This design comes from an exercise in tuning for small area, a short achievable clock period and few clock cycles on the open sky130 flow, not from production work. At most, simulation tests tie the RTL to the original design; equivalence was not proved. Power figures rest on the tool's default switching activity, not on a simulated workload.

## 07-15
Design adc_scan_block_averager_core, start of the top module:
module adc_scan_block_averager_core #(
  parameter int MAX_SLOTS = 8,
  parameter int CODE_BITS = 12
) (
  input  logic        clk,
  input  logic        rst_n,
  input  logic        in_valid,
  output logic        in_ready,
  input  logic [1:0]  in_opcode,
  input  logic [11:0] in_adc_code,
  output logic        out_valid,
  input  logic        out_ready,
  output logic [1:0]  out_kind,
  output logic [2:0]  out_slot,
  output logic [2:0]  out_chan,
  output logic [11:0] out_avg_code,
  output logic [27:0] out_microvolts,
  output logic        out_last,
  input  logic        cfg_we,
  input  logic [2:0]  cfg_index,
  input  logic [23:0] cfg_wdata
);
Size: ~3800 cells after synthesis, about 710 flip-flops.
clock: 7.0 ns
lec_check: 0
cap_margin: 20
core_margin: 2
core_utilization: 60
setup_slack_margin: 2.8
slew_margin: 20
run.sh (not shown) runs the stock make flow with config.mk's settings and CLKGATE_MAP_FILE= SYNTH_SCRIPT=/design/flow/synth_recipe.tcl, a recipe that flattens the netlist after the stock synthesis.
Per the final summary, 07-15 finished and its layout is clean on timing, DRC and antenna.
#### Input delta (08-14 over 07-15)
Settings: CORE_UTILIZATION: 60 -> 40.
Notes after the runs:
- 08-14 did not stop at any stage, and its layout met the timing, design-rule and antenna checks.
- Non-clock buffer count went down by a few percent going from 07-15 to 08-14.
- Cell internal power dissipation | 08-14 below 07-15
- Relative to 07-15, met2 routed wirelength has decreased by about 12% in 08-14.
- Clock power share for 08-14: 1.9 points up relative to 07-15
- Between 07-15 and 08-14, clock network power increased.
- Total wire length, 08-14 and 07-15: higher on 07-15
- Summary of 08-14 over 07-15: power density of the placed cells now sits lower, critical path's largest stage delay shows an increase of 130 ps, clock network area share now sits higher, global routing met2 resource utilization decreased by 24 points relative to the old numbers.
No run of this note included a check of the RTL's function; only the layout flow was run.

========
adc_scan_block_averager_core, a different RTL version from the one above (not shown whole).
Size: about 97 I/O pins, roughly 0.044 sq mm of cells after synthesis.
## adc_scan_block_averager_core
module adc_scan_block_averager_core #(
  parameter int MAX_SLOTS = 8,
  parameter int CODE_BITS = 12
) (
  input  logic        clk,
  input  logic        rst_n,
  input  logic        in_valid,
  output logic        in_ready,
  input  logic [1:0]  in_opcode,
  input  logic [11:0] in_adc_code,
  output logic        out_valid,
  input  logic        out_ready,
  output logic [1:0]  out_kind,
  output logic [2:0]  out_slot,
  output logic [2:0]  out_chan,
  output logic [11:0] out_avg_code,
  output logic [27:0] out_microvolts,
  output logic        out_last,
  input  logic        cfg_we,
  input  logic [2:0]  cfg_index,
  input  logic [23:0] cfg_wdata
);
make LEC_CHECK=0 CAP_MARGIN=20 CORE_MARGIN=2 CORE_UTILIZATION=50 CTS_CLUSTER_DIAMETER=80 CTS_CLUSTER_SIZE=24 SETUP_SLACK_MARGIN=2.3 SLEW_MARGIN=20 finish   # period 7.0 ns
Edit:
- SETUP_SLACK_MARGIN: 2.3 -> 2.0
Effect:
- The changed run ran to the end with no violations
- register-to-register slack gets better by 60 ps
- wire length came out lower by 4.2%
- non-clock buffer count came out lower by 158
- hold slack is about the same
- worst setup slack gets worse by 130 ps
- core utilization came out lower by 2.3 points
- maximum frequency came out lower by 2.5%
Function was not checked in any run of this note: the RTL went through the layout flow alone.

========
Another version of the RTL of adc_scan_block_averager_core (not shown whole).
Size: about 3900 cells after synthesis.
Settings: LEC_CHECK=0, CAP_MARGIN=10, CORE_MARGIN=2, CORE_UTILIZATION=50, CTS_CLUSTER_DIAMETER=80, CTS_CLUSTER_SIZE=24, SETUP_SLACK_MARGIN=2.0, SLEW_MARGIN=10; clock period 7.0 ns.
Testbench counts at the start, summed over its fixed seeds: cycles 9,084.
Rerun with:
Settings changed: ABC_AREA set to 1, CAP_MARGIN 10 to 20, SLEW_MARGIN 10 to 20.
Outcome:
- worst setup slack got worse by 0.10 ns
- utilization stays flat
- maximum frequency goes down by 2.1%
- power climbs by 7.7%
- final area is about the same
- area after synthesis is about the same
- die area stays flat
- routed wire length rose by 12%
Rerun with:
Settings changed: ABC_AREA 1 to unset, CTS_CLUSTER_DIAMETER 80 to unset, CTS_CLUSTER_SIZE 24 to unset.
Outcome: Routed wire length goes down by roughly a tenth; die area hardly moves; cell count goes down by roughly a tenth; design area goes up by a few percent; clock-buffer cell count goes up by 57.

========
## try-amber
Another version of the RTL of adc_scan_block_averager_core (not shown whole).
Size in the first run: roughly 4100 cells after synthesis.
// adc_scan_block_averager_core
module adc_scan_block_averager_core #(
  parameter int MAX_SLOTS = 8,
  parameter int CODE_BITS = 12
) (
  input  logic        clk,
  input  logic        rst_n,
  input  logic        in_valid,
  output logic        in_ready,
  input  logic [1:0]  in_opcode,
  input  logic [11:0] in_adc_code,
  output logic        out_valid,
  input  logic        out_ready,
  output logic [1:0]  out_kind,
  output logic [2:0]  out_slot,
  output logic [2:0]  out_chan,
  output logic [11:0] out_avg_code,
  output logic [27:0] out_microvolts,
  output logic        out_last,
  input  logic        cfg_we,
  input  logic [2:0]  cfg_index,
  input  logic [23:0] cfg_wdata
);
Settings: LEC_CHECK=0, CAP_MARGIN=20, CORE_MARGIN=2, CORE_UTILIZATION=50, SETUP_SLACK_MARGIN=2.0, SLEW_MARGIN=20; clock period 7.0 ns.
Testbench counts of try-amber, summed over its fixed seeds: cycles 9,084.
## Diff of input files: try-lagoon against try-amber
-- flow/config.mk --
<<< try-amber, line 10
export CORE_UTILIZATION = 50
>>> try-lagoon, line 10
export CORE_UTILIZATION = 65
--- outcome ---
try-lagoon did not stop at any stage, and its layout met the timing, design-rule and antenna checks.
Reported for try-amber and try-lagoon, max-capacitance violation count turned out identical to the last digit.
Signed area change from the synthesized netlist to the final layout: try-amber and try-lagoon compared, lower one is try-amber
Number of cells on the worst hold path: try-amber vs try-lagoon identical
[compare] base=try-amber new=try-lagoon: number of gates on the worst path with buffers counted picked up an extra about 10%, global-route usage picked up an extra 8.8 points, number of multi-input combinational cells in the layout neither gained nor lost much, clock period minus worst slack picked up an extra 86 ps.
The following lists how try-xenon was set up differently from try-lagoon:
-- flow/config.mk --
<<< try-lagoon, line 10
export CORE_UTILIZATION = 65
export SETUP_SLACK_MARGIN = 2.0
>>> try-xenon, line 10
export CORE_UTILIZATION = 50
export SETUP_SLACK_MARGIN = 2.8
Results
try-xenon vs. try-lagoon: clock-cell share of area now smaller; share of post-route cells with drive strength above 1 went up. Changes observed in try-xenon relative to try-lagoon: power share of the combinational group dropped 0.7 points, worst path arrival time dropped 110 ps.

========
run 1:
Another version of the RTL of adc_scan_block_averager_core (not shown whole).
Size: ~790 flip-flops, about 46000 µm² of cells after synthesis.
// adc_scan_block_averager_core
module adc_scan_block_averager_core #(
  parameter int MAX_SLOTS = 8,
  parameter int CODE_BITS = 12
) (
  input  logic        clk,
  input  logic        rst_n,
  input  logic        in_valid,
  output logic        in_ready,
  input  logic [1:0]  in_opcode,
  input  logic [11:0] in_adc_code,
  output logic        out_valid,
  input  logic        out_ready,
  output logic [1:0]  out_kind,
  output logic [2:0]  out_slot,
  output logic [2:0]  out_chan,
  output logic [11:0] out_avg_code,
  output logic [27:0] out_microvolts,
  output logic        out_last,
  input  logic        cfg_we,
  input  logic [2:0]  cfg_index,
  input  logic [23:0] cfg_wdata
);
  localparam int ROWS = 2;
  localparam int NS   = 12 / ROWS;
  logic [3:0]  sc_r;
  logic [2:0]  nm1;       
  logic [23:0] map_r;
  logic [7:0]  flen_r;
  logic [7:0]  f1_r;      
  logic [7:0]  f2_r;      
  logic [7:0]  rn_r;
  logic [23:0] scale_r;
  logic [25:0] s3_r;      
  always_ff @(posedge clk) begin
    if (!rst_n) begin
      sc_r    <= 4'd2;
      nm1     <= 3'd1;
      map_r   <= 24'd60;
      flen_r  <= 8'd10;
      f1_r    <= 8'd9;
      f2_r    <= 8'd8;
      rn_r    <= 8'd20;
      scale_r <= 24'd156250;
    end else if (cfg_we) begin
      case (cfg_index)
        3'd0: begin
          sc_r <= cfg_wdata[3:0];
          nm1  <= (cfg_wdata[3:0] == 4'd0) ? 3'd0 :
  ...
make LEC_CHECK=0 CAP_MARGIN=20 CORE_MARGIN=2 CORE_UTILIZATION=50 SETUP_SLACK_MARGIN=2.5 SLEW_MARGIN=20 finish   # period 7.0 ns
Testbench counts of run 1, summed over its fixed seeds: cycles 9,084.
Edits applied to the flow inputs when going from run 1 to run 5:
# run 1
export LEC_CHECK = 0
export CAP_MARGIN = 20
export CORE_MARGIN = 2
export CORE_UTILIZATION = 50
export SETUP_SLACK_MARGIN = 2.5
export SLEW_MARGIN = 20
create_clock -name core_clock -period 7.0 [get_ports {clk}]
# run 5
export LEC_CHECK = 0
export CAP_MARGIN = 20
export CORE_MARGIN = 2
export CORE_UTILIZATION = 50
export SETUP_SLACK_MARGIN = 2.0
export SLEW_MARGIN = 20
create_clock -name core_clock -period 7.0 [get_ports {clk}]
## What came out
Run 5 vs. run 1: count of clock-buffer cells in the layout saw a decrease; relative contribution of combinational cells to total power saw little to no change; final standard cell area without fillers saw a decrease.
Taking run 1 as the reference point, the final RePlAce weighted congestion of run 5 falls by 0.074.
Looking at routed length on met1 across run 1 and run 5, the one that comes out higher is run 5.
Run 5: non-clock buffer total of the final layout is 38% lower than what run 1 reported.
[compare] base=run 1 new=run 5: post-layout total power now sits lower, average wire length per cell after detail routing now sits at about the same level, sequential share of layout area now sits higher.

========
Another version of the RTL of adc_scan_block_averager_core (not shown whole).
For scale: roughly 4100 cells after synthesis, about 660 flip-flops, about 97 I/O pins, about 45000 µm² of cells after synthesis.
Settings: LEC_CHECK=0, CAP_MARGIN=20, CORE_MARGIN=2, CORE_UTILIZATION=40, SLEW_MARGIN=20; clock period 7.0 ns.
==> next run, changes <==
- ABC_CLOCK_PERIOD_IN_PS: default -> 3500
- SETUP_SLACK_MARGIN: default -> 3.0
The changed run finished clean.
Sequential power falls by about 2%.
First-iteration DRC count is higher by 12%.
Cell area went up by 16%.
Area after synthesis does not change.
Total power goes up by 33%.
Setup slack is better by 0.86 ns.
Register-to-register slack improved by 0.86 ns.
Wire length rose by 16%.
Sequential share of layout area is lower by 4.9 points.
Cell count came out higher by 6.7%.
No functional check of the RTL was part of any run of this note.

========
## run A
RTL: one of the versions met above, not the one the previous note started from.
For scale: ~790 flip-flops, ~97 I/O pins, about 45,000 µm² of cells after synthesis.
==> flow/config.mk <==
export PLATFORM = sky130hd
export DESIGN_NAME = adc_scan_block_averager_core
export DESIGN_NICKNAME = adc_scan_block_averager_core
export VERILOG_FILES = /design/flow/design.v
export SDC_FILE = /design/flow/constraint.sdc
export NUM_CORES = 4
export LEC_CHECK = 0
export ABC_AREA = 1
export CAP_MARGIN = 20
export CORE_MARGIN = 2
export CORE_UTILIZATION = 50
export CTS_CLUSTER_DIAMETER = 80
export CTS_CLUSTER_SIZE = 24
export SETUP_SLACK_MARGIN = 2.4
export SLEW_MARGIN = 20
==> flow/constraint.sdc <==
create_clock -name core_clock -period 7.0 [get_ports {clk}]
set_input_delay 1.4000 -clock core_clock [delete_from_list [all_inputs] [get_ports {clk}]]
set_output_delay 1.4000 -clock core_clock [all_outputs]
set_load 0.01 [all_outputs]
Run A did not stop at any stage, and its layout met the timing, design-rule and antenna checks.
Testbench counts of run A, summed over its fixed seeds: cycles 9,084.
> inputs changed (run A -> run B)
# run A
export LEC_CHECK = 0
export ABC_AREA = 1
export CAP_MARGIN = 20
export CORE_MARGIN = 2
export CORE_UTILIZATION = 50
export CTS_CLUSTER_DIAMETER = 80
export CTS_CLUSTER_SIZE = 24
export SETUP_SLACK_MARGIN = 2.4
export SLEW_MARGIN = 20
create_clock -name core_clock -period 7.0 [get_ports {clk}]
# run B
export LEC_CHECK = 0
export CAP_MARGIN = 20
export CORE_MARGIN = 2
export CORE_UTILIZATION = 45
export CTS_CLUSTER_DIAMETER = 80
export CTS_CLUSTER_SIZE = 24
export SETUP_SLACK_MARGIN = 2.0
export SLEW_MARGIN = 20
create_clock -name core_clock -period 7.0 [get_ports {clk}]
==> comparison <==
- Count of inverters not on the clock network in the layout was lower in the run labelled run B.
- Against run A as the reference, run B delivers a lower synthesized cell count.
- Run B against run A: first-iteration detailed-routing DRC count went down 1,018, part of the power in combinational logic lost 0.5 points.
- Compared with run A, the router placed fewer vias in run B.
What run C does differently from run B at the input level:
# run B
export LEC_CHECK = 0
export CAP_MARGIN = 20
export CORE_MARGIN = 2
export CORE_UTILIZATION = 45
export CTS_CLUSTER_DIAMETER = 80
export CTS_CLUSTER_SIZE = 24
export SETUP_SLACK_MARGIN = 2.0
export SLEW_MARGIN = 20
create_clock -name core_clock -period 7.0 [get_ports {clk}]
# run C
export LEC_CHECK = 0
export CAP_MARGIN = 20
export CORE_MARGIN = 2
export CORE_UTILIZATION = 50
export SETUP_SLACK_MARGIN = 2.5
export SLEW_MARGIN = 20
create_clock -name core_clock -period 7.0 [get_ports {clk}]
Results
- No stage failed in run C, and the final checks on the layout all came back clean.
- Measured against each other, run B and run C differ in endpoint arrival time on the critical path, the lower figure coming from run B.
- Area of the die: run C < run B
- In the metrics for run B and run C, the one carrying the lower relative max-transition margin is run C.
- Against run B, setup slack in run C came out better.
- Going from run B to run C, the length of the first detailed-routing pass in iterations was found to have gone up by 2.
diff inputs: run C => run D
# run C
export LEC_CHECK = 0
export CAP_MARGIN = 20
export CORE_MARGIN = 2
export CORE_UTILIZATION = 50
export SETUP_SLACK_MARGIN = 2.5
export SLEW_MARGIN = 20
create_clock -name core_clock -period 7.0 [get_ports {clk}]
# run D
export LEC_CHECK = 0
export CAP_MARGIN = 20
export CORE_MARGIN = 2
export CORE_UTILIZATION = 50
export CTS_CLUSTER_DIAMETER = 80
export CTS_CLUSTER_SIZE = 24
export SETUP_SLACK_MARGIN = 2.2
export SLEW_MARGIN = 20
create_clock -name core_clock -period 7.0 [get_ports {clk}]
- Against run C, run D comes in 6.2 points lower on synthesis-to-layout area growth.
- Maximum clock frequency deteriorates in run D relative to run C.
- Run D vs. run C: required time of the critical path went down 0.04 ns, post-route cell area fell 5.2%, sum of routed wire segments on met1 +1.1%, final cell count went down.
- Run D and run C ended up with roughly the same combinational power.
Input changes introduced in run E (baseline for comparison: run D):
# run D
export LEC_CHECK = 0
export CAP_MARGIN = 20
export CORE_MARGIN = 2
export CORE_UTILIZATION = 50
export CTS_CLUSTER_DIAMETER = 80
export CTS_CLUSTER_SIZE = 24
export SETUP_SLACK_MARGIN = 2.2
export SLEW_MARGIN = 20
create_clock -name core_clock -period 7.0 [get_ports {clk}]
# run E
export LEC_CHECK = 0
export CAP_MARGIN = 20
export CORE_MARGIN = 2
export CORE_UTILIZATION = 50
export CTS_BUF_LIST = sky130_fd_sc_hd__clkbuf_8
export CTS_CLUSTER_SIZE = 20
export SETUP_SLACK_MARGIN = 2.0
export SLEW_MARGIN = 20
create_clock -name core_clock -period 7.0 [get_ports {clk}]
Findings:
Total number of H-tree levels for run E: 2 up relative to run D. Summary of run E over run D: layout overhead on the synthesized area +1.5 points; wire length of the first global-routing pass +2200 µm; maximum frequency -2.0%. Run E vs. run D: worst hold margin now smaller, final cell count now larger, clock power now larger. Total routing resource utilization after global routing was higher in the run labelled run E. Diff run D -> run E | number of clock buffers inserted by TritonCTS | up by more than 100%. The top fanout value on the critical path in run E was higher than what run D gave.

========
== job 101 ==
adc_scan_block_averager_core, a different RTL version from the one above (not shown whole).
For scale: ~690 flip-flops, ~97 I/O pins, ~0.042 mm² of cells after synthesis.
Settings: LEC_CHECK=0, CAP_MARGIN=20, CORE_MARGIN=2, CORE_UTILIZATION=40, SLEW_MARGIN=20; clock period 7.0 ns.
Job 101: all stages complete, timing, DRC and antenna checks passed
The following lists how job 102 was set up differently from job 101:
diff --git a/flow/config.mk b/flow/config.mk
--- a/flow/config.mk
+++ b/flow/config.mk
@@ -9,3 +9,4 @@
 export CORE_MARGIN = 2
 export CORE_UTILIZATION = 40
+export SETUP_SLACK_MARGIN = 2.8
 export SLEW_MARGIN = 20
### Flow results
Job 102 finished end to end and its layout was clean on timing, DRC and antenna.
Going from job 101 to job 102, data-path buffer share of cell area in the final layout grows by 6.9 points.
The worst setup slack after layout in job 102 sits 760 ps above the value recorded for job 101.
Job 102 -> job 101: flip-flop and latch count delta 0, exact match
Worst voltage drop across the vdd grid: job 102 worse than job 101
Job 102 vs. job 101: final non-filler cell area picked up an extra 0.0067 mm², proportion of cell area occupied by multi-input gates lower, worst max-slew margin expressed relative to the limit moved down.
From job 101 to job 102 the numbers moved as follows: wire length of the first global-routing pass higher, post-route minimum period lower.
In job 102, the via count came out about 7% above the value in job 101.
Function was not checked in any run of this note: the RTL went through the layout flow alone.

separate check: timing with driven ports:
No port has a modelled driver above. Below, the same layouts with a new extraction and two added sets of constraints.
Step 1 assumes that a clkbuf_16 drives the clock port and a buf_2 every other input.
Step 2 moves the port delays by t, midway between the first and last clock arrival at a register: inputs arrive t later, outputs are due t later. That takes back most of the time a late clock gives input paths.
a / b / c = no drivers / after step 1 / after step 2; a / b = the first two.
run	t (ns)	slack for setup (ns)	hold WS [ns]	worst setup path after step 2	clock arrival spread, ns
07-15	0.710	1.622 / 1.622 / 1.622	0.412 / 0.412 / 0.412	register to register	0.044 / 0.044
08-14	0.716	1.925 / 1.925 / 1.925	0.411 / 0.411 / 0.411	register to register	0.038 / 0.039
the first run of note 2	0.702	1.861 / 1.789 / 1.720	0.423 / 0.423 / 0.423	input to register	0.051 / 0.051
the second run of note 2	0.695	1.731 / 1.666 / 1.604	0.425 / 0.425 / 0.425	input to register	0.046 / 0.046
the first run of note 3	0.684	2.115 / 2.051 / 1.554	0.414 / 0.414 / 0.414	input to register	0.046 / 0.046
the second run of note 3	0.722	2.010 / 1.979 / 1.794	0.418 / 0.418 / 0.418	input to register	0.056 / 0.057
the third run of note 3	0.718	2.100 / 2.057 / 1.520	0.415 / 0.415 / 0.415	input to register	0.061 / 0.061
try-amber	0.716	1.742 / 1.742 / 1.742	0.412 / 0.412 / 0.412	register to register	0.033 / 0.033
try-lagoon	0.711	1.656 / 1.656 / 1.656	0.418 / 0.418 / 0.418	register to register	0.070 / 0.070
try-xenon	0.728	1.788 / 1.788 / 1.788	0.402 / 0.402 / 0.402	register to register	0.042 / 0.042
run 1	0.734	2.159 / 2.087 / 2.019	0.399 / 0.399 / 0.399	input to register	0.054 / 0.054
run 5	0.732	2.045 / 1.975 / 1.665	0.394 / 0.394 / 0.394	input to register	0.035 / 0.035
the first run of note 6	0.724	0.416 / 0.416 / 0.416	0.413 / 0.413 / 0.413	register to register	0.038 / 0.039
the second run of note 6	0.730	1.277 / 1.277 / 1.277	0.404 / 0.404 / 0.404	register to register	0.030 / 0.030
run A	0.714	2.205 / 2.133 / 2.032	0.404 / 0.404 / 0.404	input to register	0.050 / 0.050
run B	0.738	2.098 / 1.977 / 1.539	0.413 / 0.413 / 0.413	input to register	0.060 / 0.060
run C	0.731	2.226 / 2.226 / 1.975	0.415 / 0.415 / 0.415	input to register	0.026 / 0.026
run D	0.691	2.162 / 2.162 / 1.686	0.419 / 0.419 / 0.419	input to register	0.041 / 0.041
run E	0.879	2.065 / 1.995 / 1.532	0.400 / 0.400 / 0.400	input to register	0.049 / 0.050
job 101	0.716	0.462 / 0.462 / 0.415	0.409 / 0.409 / 0.409	input to register	0.068 / 0.068
job 102	0.714	1.224 / 1.224 / 0.991	0.414 / 0.414 / 0.414	input to register	0.053 / 0.054
After both steps setup and hold are still met in every run listed. For the third run of note 3, which loses most, drivers alone change the setup slack by -0.043 ns; drivers and shift together by -0.580 ns.
